This design comes from an exercise in tuning for a short achievable clock period and few clock cycles on the open sky130 flow, not from production work.
The RTL was checked by simulation tests, not by an equivalence proof against the original design.

==> job 9599 <==
Design cpu_top, start of the top module:
module cpu_top (
    input  logic                   clk,
    input  logic                   rst,
    input  logic [16-1:0] mem_rdata,
    output logic [16-1:0] mem_addr,
    output logic [16-1:0] mem_wdata,
    output logic                   mem_we,
    output logic                   halted
);
localparam logic [5:0] OP_HALT = 6'd0;
localparam logic [5:0] OP_NOT  = 6'd4;
localparam logic [5:0] OP_AND  = 6'd7;
localparam logic [5:0] OP_OR   = 6'd8;
localparam logic [5:0] OP_XOR  = 6'd9;
localparam logic [5:0] OP_ADD  = 6'd10;
localparam logic [5:0] OP_SUB  = 6'd12;
localparam logic [5:0] OP_CMP  = 6'd16;
localparam logic [5:0] OP_JMP  = 6'd23;
localparam logic [5:0] OP_JZ   = 6'd24;
localparam logic [5:0] OP_JNZ  = 6'd25;
localparam logic [5:0] OP_JC   = 6'd26;
localparam logic [5:0] OP_JNC  = 6'd27;
localparam logic [5:0] OP_MOV  = 6'd32;
localparam logic [5:0] OP_LD   = 6'd33;
localparam logic [5:0] OP_LDI  = 6'd35;
localparam logic [5:0] OP_ST   = 6'd37;
    localparam int W  = 16;
    localparam int NB = 8;               
    localparam int BI = $clog2(NB);
    localparam int PT = 8;               
    localparam int NC = 32;              
    localparam int CI = $clog2(NC);
    logic [8-1:0][W-1:0] rf;
    logic             zf, cf;
    logic [W-1:0]     addr;              
    logic [W-1:0]     addr_o;            
    logic [W-1:0]     fpc;               
    logic [W-1:0]     fpc_b;             
    logic [NC-1:0]              c_v;
    logic [NC-1:0][W-CI-1:0]    c_tag;
    logic [NC-1:0][W-1:0]       c_dat;
    logic             seq_q;             
    logic             hseq_q;            
    logic [W-1:0]     dseq_q;            
    logic [W-1:0]     wdata;
    logic             we;
    logic             s_data;            
    logic             s_mem;             
    logic [2:0]       ld_x;              
    logic [W-1:0]     ir;
    logic             ir_v;
    logic [W-1:0]     ir_pc;             
    logic             ir_hit;            
    logic             ir_kind;           
  ...
make LEC_CHECK=0 CAP_MARGIN=20 CORE_MARGIN=2 CORE_UTILIZATION=30 SETUP_SLACK_MARGIN=4.5 SLEW_MARGIN=20 finish   # period 7.0 ns
run.sh (not shown) runs the stock make flow with config.mk's settings and CLKGATE_MAP_FILE= SYNTH_SCRIPT=/design/flow/synth_recipe.tcl, a recipe that flattens the netlist after the stock synthesis.
==> job 5141: changes against job 9599 <==
--- a/flow/design.v
+++ b/flow/design.v
@@ -97,30 +97,20 @@
 localparam logic [5:0] OP_MOV  = 6'd32;
 localparam logic [5:0] OP_LD   = 6'd33;
 localparam logic [5:0] OP_LDI  = 6'd35;
 localparam logic [5:0] OP_ST   = 6'd37;
     localparam int W  = 16;
     localparam int NB = 8;               
     localparam int BI = $clog2(NB);
     localparam int PT = 8;               
-    localparam int NC = 32;              
-    localparam int CI = $clog2(NC);
     logic [8-1:0][W-1:0] rf;
     logic             zf, cf;
     logic [W-1:0]     addr;              
-    logic [W-1:0]     addr_o;            
-    logic [W-1:0]     fpc;               
-    logic [W-1:0]     fpc_b;             
-    logic [NC-1:0]              c_v;
-    logic [NC-1:0][W-CI-1:0]    c_tag;
-    logic [NC-1:0][W-1:0]       c_dat;
-    logic             seq_q;             
-    logic             hseq_q;            
-    logic [W-1:0]     dseq_q;            
+    logic [W-1:0]     ret;               
     logic [W-1:0]     wdata;
     logic             we;
     logic             s_data;            
     logic             s_mem;             
     logic [2:0]       ld_x;              
     logic [W-1:0]     ir;
     logic             ir_v;
     logic [W-1:0]     ir_pc;             
@@ -201,30 +191,19 @@
     assign o_mov  = q_mov;
     assign o_ld   = q_ld;
     assign o_ldi  = q_ldi;
     assign o_st   = q_st;
     assign o_jmp  = q_jmp;
     assign o_jcc  = q_jcc;
     assign o_jump = o_jmp | o_jcc;
     assign o_two  = o_ldi | o_jump;
-    logic [CI-1:0] c_i, c_n;
-    logic [W-1:0]  fpc_bn;
-    logic          c_hit, f_valid, hseq;
-    logic [W-1:0]  f_word;
-    assign c_i     = fpc_b[CI-1:0];
-    assign c_hit   = seq_q & hseq_q;
-    assign f_valid = ~s_mem | c_hit;
-    assign f_word  = s_mem ? dseq_q : mem_rdata;
-    assign fpc_bn  = fpc_b + 1'b1;
-    assign c_n     = fpc_bn[CI-1:0];
-    assign hseq    = c_v[c_n] && c_tag[c_n] == fpc_bn[W-1:CI];
     logic [5:0] fop;
     logic       f_halt, f_jump, f_two;
-    assign fop    = f_word[15:10];
+    assign fop    = mem_rdata[15:10];
     assign f_halt = (fop == OP_HALT);
     assign f_jump = (fop == OP_JMP) | (fop[5:2] == 4'b0110);
     assign f_two  = f_jump | (fop == OP_LDI);
     logic ir_fold, bad, ir_ok, hold, act;
     assign ir_fold = ir_hit & ir_app & ir_kind;
     assign bad     = ir_v & ~mis & ir_app & ir_bad;
     assign ir_ok   = ir_v & ~mis & ~bad;
     assign hold    = ir_ok & c1_v & c1_late & o_halt;
@@ -242,122 +221,118 @@
     assign d_mov  = act & o_mov;
     assign d_ld   = act & o_ld;
     assign d_ldi  = act & o_ldi;
     assign d_st   = act & o_st;
     assign d_jmp  = act & o_jmp;
     assign d_jcc  = act & o_jcc;
     logic d_alu, d_exe, d_jump, d_imm;
     assign d_alu  = act & o_alu;
-    assign d_imm  = d_ldi & f_valid;           
+    assign d_imm  = d_ldi & ~s_mem;            
     assign d_exe  = d_alu | d_mov | d_imm;
     assign d_jump = d_jmp | d_jcc;
     logic d_cond, d_pend, d_dir;
     assign d_cond = op[1] ? (cf ^ op[0]) : (zf ^ op[0]);
     assign d_pend = d_jcc & e_setf;
     assign d_dir  = d_jmp | (d_jcc & (e_setf ? (~ir_hit | ir_pt) : d_cond));
     logic j_miss, j_hit, j_ok, j_fix, d_two, d_stall;
     assign j_miss  = d_jump & ~ir_hit;
     assign j_hit   = d_jump & ir_hit;
     assign j_ok    = j_hit & ir_app & (ir_pt == d_dir);    
     assign j_fix   = j_hit & ~j_ok;
     assign d_two   = d_ldi | j_miss;           
-    assign d_stall = d_two & ~f_valid;         
+    assign d_stall = d_two & s_mem;            
     logic d_fchk;
     assign d_fchk = act & ir_fold & ~ir_unc;
     logic [NB-1:0]  f_hv, f_fv;
     logic           f_hit, f_pt, f_kind, f_unc;
     logic [W-1:0]   f_tgt;
     logic [1:0]     f_jt;
     logic [BI-1:0]  f_bi;
     always_comb begin
         f_pt   = 1'b0;
         f_kind = 1'b0;
         f_unc  = 1'b0;
         f_jt   = '0;
         f_tgt  = '0;
         f_bi   = '0;
         for (int i = 0; i < NB; i++) begin
-            f_hv[i] = b_v[i] && (b_pc[i][PT-1:0] == fpc_b[PT-1:0]);
-            f_fv[i] = b_v[i] && (b_pc[i] == fpc_b);
+            f_hv[i] = b_v[i] && (b_pc[i][PT-1:0] == addr[PT-1:0]);
+            f_fv[i] = b_v[i] && (b_pc[i] == addr);
             f_tgt   = f_tgt | ({W{f_hv[i]}} & b_tgt[i]);
             f_pt    = f_pt | (f_hv[i] & b_cnt[i][1]);
             f_kind  = f_kind | (f_hv[i] & b_kind[i]);
             f_unc   = f_unc | (f_hv[i] & b_unc[i]);
             f_jt    = f_jt | ({2{f_hv[i]}} & b_jt[i]);
             f_bi    = f_bi | ({BI{f_hv[i]}} & BI'(i));
         end
         f_hit = |f_hv;
     end
     logic         ea_hit, eb_hit, la_hit, lb_hit, wa_hit, wb_hit;
     logic [W-1:0] ra_base, rb_base, ra_mid, rb_mid, ra, rb;
     assign ea_hit  = e_wr && e_x == ix;
     assign eb_hit  = e_wr && e_x == iy && !o_ldi;
     assign la_hit  = s_data && ld_x == ix;
-    assign lb_hit  = s_data && ld_x == iy && !o_ldi;
+    assign lb_hit  = (s_data && ld_x == iy) || o_ldi;
     assign wa_hit  = w_v && w_x == ix;
     assign wb_hit  = w_v && w_x == iy;
     assign ra_base = wa_hit ? w_res : rf[ix];
     assign rb_base = wb_hit ? w_res : rf[iy];
     assign ra_mid  = la_hit ? mem_rdata : ra_base;
-    assign rb_mid  = lb_hit ? mem_rdata : (o_ldi ? f_word : rb_base);
+    assign rb_mid  = lb_hit ? mem_rdata : rb_base;
     assign ra      = ea_hit ? res : ra_mid;
     assign rb      = eb_hit ? res : rb_mid;
-    logic [W-1:0] fpc1, fpc2, fpc3, ir_pc2, ir_pc3, j_tgt;
-    assign fpc1   = fpc + 1'b1;
-    assign fpc2   = fpc + 2'd2;
-    assign fpc3   = fpc + 2'd3;
+    logic [W-1:0] seq, addr2, addr3, ir_pc2, ir_pc3, j_tgt;
+    assign seq    = s_mem ? ret : addr + 1'b1;   
+    assign addr2  = addr + 2'd2;
+    assign addr3  = addr + 2'd3;
     assign ir_pc2 = ir_pc + 2'd2;
     assign ir_pc3 = ir_pc + 2'd3;
-    assign j_tgt  = ir_hit ? ir_tgt : f_word;
+    assign j_tgt  = ir_hit ? ir_tgt : mem_rdata;
     logic d_steer, f_app;
-    assign d_steer = mis | bad | hold | d_halt | j_fix | d_two;
-    assign f_app   = f_valid & f_hit & ~d_steer;
-    logic         s_jt;
-    logic [W-1:0] s_early, a_pred, fpc_nxt;
-    assign s_jt = j_miss & f_valid & d_dir;    
+    assign d_steer = mis | bad | hold | d_halt | d_ld | d_st | j_fix | d_two;
+    assign f_app   = ~s_mem & f_hit & ~d_steer;
+    logic         a_res, a_rd;
+    logic [W-1:0] a_early, a_pred, addr_nxt;
+    assign a_res = (d_ld & eb_hit) | (d_st & ea_hit);
+    assign a_rd  = (d_ld & ~eb_hit & lb_hit) | (d_st & ~ea_hit & la_hit)
+                 | (j_miss & ~s_mem & d_dir);
     always_comb begin
         if (mis)
-            s_early = mis_alt;
+            a_early = mis_alt;
         else if (bad)
-            s_early = ir_pc;
-        else if (hold || !f_valid)
-            s_early = fpc;                   
+            a_early = ir_pc;
+        else if (hold)
+            a_early = addr;                  
+        else if (d_ld)
+            a_early = rb_base;
+        else if (d_st)
+            a_early = ra_base;
         else if (j_fix)
-            s_early = d_dir ? ir_tgt : ir_pc2;
+            a_early = d_dir ? ir_tgt : ir_pc2;
         else
-            s_early = fpc1;
+            a_early = seq;
     end
-    assign a_pred  = f_pt ? f_tgt : (f_kind ? fpc3 : fpc2);
-    assign fpc_nxt = ({W{s_jt}} & f_word) | ({W{f_app}} & a_pred)
-                   | ({W{~(s_jt | f_app)}} & s_early);
-    logic         d_mem, a_res, a_rd, a_jt, a_pr;
-    logic [W-1:0] a_early, addr_nxt;
-    assign d_mem = d_ld | d_st;
-    assign a_res = (d_ld & eb_hit) | (d_st & ea_hit);
-    assign a_rd  = (d_ld & ~eb_hit & lb_hit) | (d_st & ~ea_hit & la_hit);
-    assign a_jt  = s_jt & ~d_mem;
-    assign a_pr  = f_app & ~d_mem;
-    assign a_early = d_ld ? rb_base : (d_st ? ra_base : s_early);
-    assign addr_nxt = ({W{a_res}} & res) | ({W{a_rd}} & mem_rdata) | ({W{a_jt}} & f_word)
-                    | ({W{a_pr}} & a_pred) | ({W{~(a_res | a_rd | a_jt | a_pr)}} & a_early);
+    assign a_pred   = f_pt ? f_tgt : (f_kind ? addr3 : addr2);
+    assign addr_nxt = ({W{a_res}} & res) | ({W{a_rd}} & mem_rdata) | ({W{f_app}} & a_pred)
+                    | ({W{~(a_res | a_rd | f_app)}} & a_early);
     logic [8-1:0][W-1:0] rf_nxt;
     always_comb begin
         for (int i = 0; i < 8; i++) begin
             if (s_data && !mis2 && ld_x == i)
                 rf_nxt[i] = mem_rdata;
             else if (w_v && w_x == i)
                 rf_nxt[i] = w_res;
             else
                 rf_nxt[i] = rf[i];
         end
     end
     logic j_fold, j_new, d_new;
     assign j_fold = d_jump & ~d_stall & p_ok & (p_pc1 == ir_pc);
-    assign j_new  = j_miss & f_valid & ~j_fold;
+    assign j_new  = j_miss & ~s_mem & ~j_fold;
     assign d_new  = j_fold | j_new;
     logic [1:0] u_cnt, h_cnt;
     assign u_cnt = (n_v && n_bi == u_bi) ? n_cnt : b_cnt[u_bi];
     assign h_cnt = b_cnt[h_bi];
     logic         zn, cn, c1n_v, c1n_late, c1n_pred, mis1_n, mis2_n;
     logic [1:0]   c1n_t;
     assign zn       = e_setf ? ez : zf;
     assign cn       = e_setf ? ec : cf;
@@ -370,19 +345,16 @@
     assign mis2_n   = c1_v & c1_late & ~mis2
                     & (c1_pred != (c1_t[1] ? (cn ^ c1_t[0]) : (zn ^ c1_t[0])));
     always_ff @(posedge clk or posedge rst) begin
         if (rst) begin
             rf     <= '0;
             zf     <= 1'b0;
             cf     <= 1'b0;
             addr   <= '0;
-            fpc    <= '0;
-            c_v    <= '0;
-            seq_q  <= 1'b0;
             we     <= 1'b0;
             halted <= 1'b0;
             s_data <= 1'b0;
             s_mem  <= 1'b0;
             ir_v   <= 1'b0;
             p_ok   <= 1'b0;
             e_v    <= 1'b0;
             w_v    <= 1'b0;
@@ -394,31 +366,27 @@
             b_next <= '0;
             n_v    <= 1'b0;
             u_v    <= 1'b0;
             h_v    <= 1'b0;
         end else begin
             rf   <= rf_nxt;
             w_v  <= e_wr;
             addr <= addr_nxt;
-            fpc  <= fpc_nxt;
-            seq_q <= ~s_jt & ~f_app & ~mis & ~bad & ~hold & f_valid & ~j_fix;
-            if (!s_mem)
-                c_v[c_i] <= 1'b1;
             if (e_setf) begin
                 zf <= ez;
                 cf <= ec;
             end
             e_v  <= d_exe;
             c1_v   <= c1n_v;
             c2_v   <= c1_v & c1_late & ~mis2;
             mis1_q <= mis1_n;
             mis2_q <= mis2_n;
             if (!d_stall && !hold)
-                ir_v <= f_valid & ~d_two & ~d_halt & ~j_fix & ~bad & ~mis;
+                ir_v <= ~s_mem & ~d_two & ~d_halt & ~j_fix & ~bad & ~mis;
             if (mis)
                 p_ok <= 1'b0;
             else if (act & ~d_stall)
                 p_ok <= ~o_two & ~o_halt & ~ir_hit;
             if (bad)
                 b_v <= b_v & ~ir_alias;
             n_v <= d_new;
             u_v <= chk2 | chk1;
@@ -430,26 +398,16 @@
             we     <= d_st & ~halted;
             s_data <= d_ld;
             s_mem  <= d_ld | d_st;
             if (d_halt)
                 halted <= 1'b1;
         end
     end
     always_ff @(posedge clk) begin
-        addr_o <= rst ? '0 : addr_nxt;
-        fpc_b  <= rst ? '0 : fpc_nxt;
-        hseq_q <= hseq;
-        dseq_q <= c_dat[c_n];
-        if (!s_mem) begin
-            c_tag[c_i] <= fpc_b[W-1:CI];
-            c_dat[c_i] <= mem_rdata;
-        end
-    end
-    always_ff @(posedge clk) begin
         w_x   <= e_x;
         w_res <= res;
         wdata <= rb;
         e_we  <= d_exe & ~d_cmp;
         e_fl  <= d_alu;
         e_not <= d_not;
         e_and <= d_and;
         e_or  <= d_or;
@@ -470,35 +428,37 @@
             c1_alt  <= ir_pt ? ir_pc3 : ir_tgt;
             c1_bi   <= ir_bi;
         end
         c2_t    <= c1_t;
         c2_pred <= c1_pred;
         c2_alt  <= c1_alt;
         c2_bi   <= c1_bi;
         ld_x <= ix;
+        if (d_ld | d_st)
+            ret <= seq;
         if (!d_stall && !hold) begin
-            ir      <= f_word;
+            ir      <= mem_rdata;
             ir_bad  <= f_hit & ((f_kind ? (f_two | f_halt) : ~f_jump) | (f_hv != f_fv));
             ir_alias <= (f_hv != f_fv) ? (f_hv & ~f_fv) : f_hv;
             q_halt  <= f_halt;
             q_not   <= (fop == OP_NOT);
             q_and   <= (fop == OP_AND);
             q_or    <= (fop == OP_OR);
             q_xor   <= (fop == OP_XOR);
             q_add   <= (fop == OP_ADD);
             q_sub   <= (fop == OP_SUB);
             q_cmp   <= (fop == OP_CMP);
             q_mov   <= (fop == OP_MOV);
             q_ld    <= (fop == OP_LD);
             q_ldi   <= (fop == OP_LDI);
             q_st    <= (fop == OP_ST);
             q_jmp   <= (fop == OP_JMP);
             q_jcc   <= (fop[5:2] == 4'b0110);
-            ir_pc   <= fpc;
+            ir_pc   <= addr;
             ir_hit  <= f_hit & (f_hv == f_fv);     
             ir_kind <= f_kind;
             ir_pt   <= f_pt;
             ir_app  <= f_app;
             ir_tgt  <= f_tgt;
             ir_jt   <= f_jt;
             ir_unc  <= f_unc;
             ir_bi   <= f_bi;
@@ -535,12 +495,12 @@
             if (u_act && u_cnt != 2'b11)
                 b_cnt[u_bi] <= u_cnt + 1'b1;
             else if (!u_act && u_cnt != 2'b00)
                 b_cnt[u_bi] <= u_cnt - 1'b1;
             else
                 b_cnt[u_bi] <= u_cnt;
         end
     end
-    assign mem_addr  = addr_o;
+    assign mem_addr  = addr;
     assign mem_wdata = wdata;
     assign mem_we    = we & ~mis2;
 endmodule
==> job 7171: changes against job 9599 <==
--- a/flow/design.v
+++ b/flow/design.v
@@ -97,30 +97,40 @@
 localparam logic [5:0] OP_MOV  = 6'd32;
 localparam logic [5:0] OP_LD   = 6'd33;
 localparam logic [5:0] OP_LDI  = 6'd35;
 localparam logic [5:0] OP_ST   = 6'd37;
     localparam int W  = 16;
     localparam int NB = 8;               
     localparam int BI = $clog2(NB);
     localparam int PT = 8;               
-    localparam int NC = 32;              
+    localparam int NC = 16;              
     localparam int CI = $clog2(NC);
     logic [8-1:0][W-1:0] rf;
     logic             zf, cf;
     logic [W-1:0]     addr;              
     logic [W-1:0]     addr_o;            
     logic [W-1:0]     fpc;               
     logic [W-1:0]     fpc_b;             
     logic [NC-1:0]              c_v;
-    logic [NC-1:0][W-CI-1:0]    c_tag;
+    logic [NC-1:0][W-1:0]       c_tag;    
     logic [NC-1:0][W-1:0]       c_dat;
+    logic             fl_v;              
+    logic [CI-1:0]    fl_i;              
+    logic [W-1:0]     fl_tag;
+    logic [W-1:0]     fl_dat;
     logic             seq_q;             
     logic             hseq_q;            
     logic [W-1:0]     dseq_q;            
+    logic             p2_q, h2_q;        
+    logic [W-1:0]     d2_q;
+    logic             p3_q, h3_q;        
+    logic [W-1:0]     d3_q;
+    logic             tg_q, htg_q;       
+    logic [W-1:0]     dtg_q;
     logic [W-1:0]     wdata;
     logic             we;
     logic             s_data;            
     logic             s_mem;             
     logic [2:0]       ld_x;              
     logic [W-1:0]     ir;
     logic             ir_v;
     logic [W-1:0]     ir_pc;             
@@ -206,22 +216,35 @@
     assign o_jcc  = q_jcc;
     assign o_jump = o_jmp | o_jcc;
     assign o_two  = o_ldi | o_jump;
     logic [CI-1:0] c_i, c_n;
     logic [W-1:0]  fpc_bn;
     logic          c_hit, f_valid, hseq;
     logic [W-1:0]  f_word;
     assign c_i     = fpc_b[CI-1:0];
-    assign c_hit   = seq_q & hseq_q;
+    assign c_hit   = (seq_q & hseq_q) | (p2_q & h2_q) | (p3_q & h3_q) | (tg_q & htg_q);
     assign f_valid = ~s_mem | c_hit;
-    assign f_word  = s_mem ? dseq_q : mem_rdata;
+    assign f_word  = ~s_mem ? mem_rdata
+                   : (({W{seq_q}} & dseq_q) | ({W{p2_q}} & d2_q) | ({W{p3_q}} & d3_q)
+                      | ({W{tg_q}} & dtg_q));
     assign fpc_bn  = fpc_b + 1'b1;
     assign c_n     = fpc_bn[CI-1:0];
-    assign hseq    = c_v[c_n] && c_tag[c_n] == fpc_bn[W-1:CI];
+    assign hseq    = c_v[c_n] && c_tag[c_n][W-1:CI] == fpc_bn[W-1:CI];
+    function automatic logic c_look(input logic [W-1:0] a,
+                                    input logic [NC-1:0] v,
+                                    input logic [NC-1:0][W-1:0] tag);
+        c_look = v[a[CI-1:0]] && tag[a[CI-1:0]][W-1:CI] == a[W-1:CI];
+    endfunction
+    logic [W-1:0] fpc_b2, fpc_b3;
+    logic         h2, h3;
+    assign fpc_b2 = fpc_b + 2'd2;
+    assign fpc_b3 = fpc_b + 2'd3;
+    assign h2     = c_look(fpc_b2, c_v, c_tag);
+    assign h3     = c_look(fpc_b3, c_v, c_tag);
     logic [5:0] fop;
     logic       f_halt, f_jump, f_two;
     assign fop    = f_word[15:10];
     assign f_halt = (fop == OP_HALT);
     assign f_jump = (fop == OP_JMP) | (fop[5:2] == 4'b0110);
     assign f_two  = f_jump | (fop == OP_LDI);
     logic ir_fold, bad, ir_ok, hold, act;
     assign ir_fold = ir_hit & ir_app & ir_kind;
@@ -282,16 +305,26 @@
             f_pt    = f_pt | (f_hv[i] & b_cnt[i][1]);
             f_kind  = f_kind | (f_hv[i] & b_kind[i]);
             f_unc   = f_unc | (f_hv[i] & b_unc[i]);
             f_jt    = f_jt | ({2{f_hv[i]}} & b_jt[i]);
             f_bi    = f_bi | ({BI{f_hv[i]}} & BI'(i));
         end
         f_hit = |f_hv;
     end
+    logic         htg;
+    logic [W-1:0] dtg;
+    always_comb begin
+        htg = 1'b0;
+        dtg = '0;
+        for (int i = 0; i < NB; i++) begin
+            htg = htg | (f_hv[i] & c_look(b_tgt[i], c_v, c_tag));
+            dtg = dtg | ({W{f_hv[i]}} & c_dat[b_tgt[i][CI-1:0]]);
+        end
+    end
     logic         ea_hit, eb_hit, la_hit, lb_hit, wa_hit, wb_hit;
     logic [W-1:0] ra_base, rb_base, ra_mid, rb_mid, ra, rb;
     assign ea_hit  = e_wr && e_x == ix;
     assign eb_hit  = e_wr && e_x == iy && !o_ldi;
     assign la_hit  = s_data && ld_x == ix;
     assign lb_hit  = s_data && ld_x == iy && !o_ldi;
     assign wa_hit  = w_v && w_x == ix;
     assign wb_hit  = w_v && w_x == iy;
@@ -373,16 +406,20 @@
         if (rst) begin
             rf     <= '0;
             zf     <= 1'b0;
             cf     <= 1'b0;
             addr   <= '0;
             fpc    <= '0;
             c_v    <= '0;
             seq_q  <= 1'b0;
+            fl_v   <= 1'b0;
+            p2_q   <= 1'b0;
+            p3_q   <= 1'b0;
+            tg_q   <= 1'b0;
             we     <= 1'b0;
             halted <= 1'b0;
             s_data <= 1'b0;
             s_mem  <= 1'b0;
             ir_v   <= 1'b0;
             p_ok   <= 1'b0;
             e_v    <= 1'b0;
             w_v    <= 1'b0;
@@ -396,18 +433,22 @@
             u_v    <= 1'b0;
             h_v    <= 1'b0;
         end else begin
             rf   <= rf_nxt;
             w_v  <= e_wr;
             addr <= addr_nxt;
             fpc  <= fpc_nxt;
             seq_q <= ~s_jt & ~f_app & ~mis & ~bad & ~hold & f_valid & ~j_fix;
-            if (!s_mem)
-                c_v[c_i] <= 1'b1;
+            p2_q  <= f_app & ~f_pt & ~f_kind;
+            p3_q  <= f_app & ~f_pt & f_kind;
+            tg_q  <= f_app & f_pt;
+            fl_v <= ~s_mem;
+            if (fl_v)
+                c_v[fl_i] <= 1'b1;
             if (e_setf) begin
                 zf <= ez;
                 cf <= ec;
             end
             e_v  <= d_exe;
             c1_v   <= c1n_v;
             c2_v   <= c1_v & c1_late & ~mis2;
             mis1_q <= mis1_n;
@@ -434,19 +475,28 @@
                 halted <= 1'b1;
         end
     end
     always_ff @(posedge clk) begin
         addr_o <= rst ? '0 : addr_nxt;
         fpc_b  <= rst ? '0 : fpc_nxt;
         hseq_q <= hseq;
         dseq_q <= c_dat[c_n];
-        if (!s_mem) begin
-            c_tag[c_i] <= fpc_b[W-1:CI];
-            c_dat[c_i] <= mem_rdata;
+        h2_q   <= h2;
+        d2_q   <= c_dat[fpc_b2[CI-1:0]];
+        h3_q   <= h3;
+        d3_q   <= c_dat[fpc_b3[CI-1:0]];
+        htg_q  <= htg;
+        dtg_q  <= dtg;
+        fl_i   <= c_i;
+        fl_tag <= fpc_b;
+        fl_dat <= mem_rdata;
+        if (fl_v) begin
+            c_tag[fl_i] <= fl_tag;
+            c_dat[fl_i] <= fl_dat;
         end
     end
     always_ff @(posedge clk) begin
         w_x   <= e_x;
         w_res <= res;
         wdata <= rb;
         e_we  <= d_exe & ~d_cmp;
         e_fl  <= d_alu;
==> metrics.csv <==
metric;value;unit
outcome;no timing/DRC/antenna violations;
post-cts gate resize count;1571;
CP max FO;11;
multi-input combinational area share;0.529;
worst setup path endpoint;htg_q;
# the run above: job 7171

==> metrics.csv <==
metric;value;unit
worst setup path endpoint;c_dat[179];
CP max FO;8;
Die Width;545;um
outcome;no timing/DRC/antenna violations;
metal2 WL;150000;um
multi-input combinational area share;0.392;
post-cts gate resize count;1705;
# the run above: job 9599

==> metrics.csv <==
metric;value;unit
outcome;no timing/DRC/antenna violations;
CP max FO;7;
multi-input combinational area share;0.419;
worst setup path endpoint;addr[6];
post-cts gate resize count;668;
# the run above: job 5141

Testbench counts of job 9599, summed over its fixed seeds: cycles 64,283.
Testbench counts of job 5141, summed over its fixed seeds: cycles 71,958.
Testbench counts of job 7171, summed over its fixed seeds: cycles 63,118.

## port drivers added, routing unchanged
In the flow no input, the clock included, has a driving cell. The finished layouts below were timed again as built, in two steps.
Step 1 (the two cells are an assumption about what drives the block):
set clk [get_ports {clk}]
set_driving_cell -lib_cell sky130_fd_sc_hd__clkbuf_16 $clk
set_driving_cell -lib_cell sky130_fd_sc_hd__buf_2 [delete_from_list [all_inputs] $clk]
Step 2 adds t to the input delays and takes it off the output delays; t is the mean of the earliest and latest rising clock arrival at the registers after step 1. Input paths then give back, and output paths get back, about the clock's delay inside the block.
a / b / c = ideal ports / drivers / drivers and shift; a / b = the first two.
run | t (ns) | slack for setup (ns) | worst hold slack (ns) | worst data-port slew with drivers (ns)
job 9599 | 0.918 | 3.495 / 3.495 / 2.975 | 0.349 / 0.349 / 0.349 | 0.22
job 5141 | 0.718 | 3.875 / 3.875 / 3.508 | 0.351 / 0.351 / 0.351 | 0.10
job 7171 | 0.974 | 3.640 / 3.640 / 3.144 | 0.350 / 0.350 / 0.350 | 0.10
After both steps setup and hold are still met in every run listed. For job 9599, which loses most, drivers alone change the setup slack by 0.000 ns; drivers and shift together by -0.520 ns.
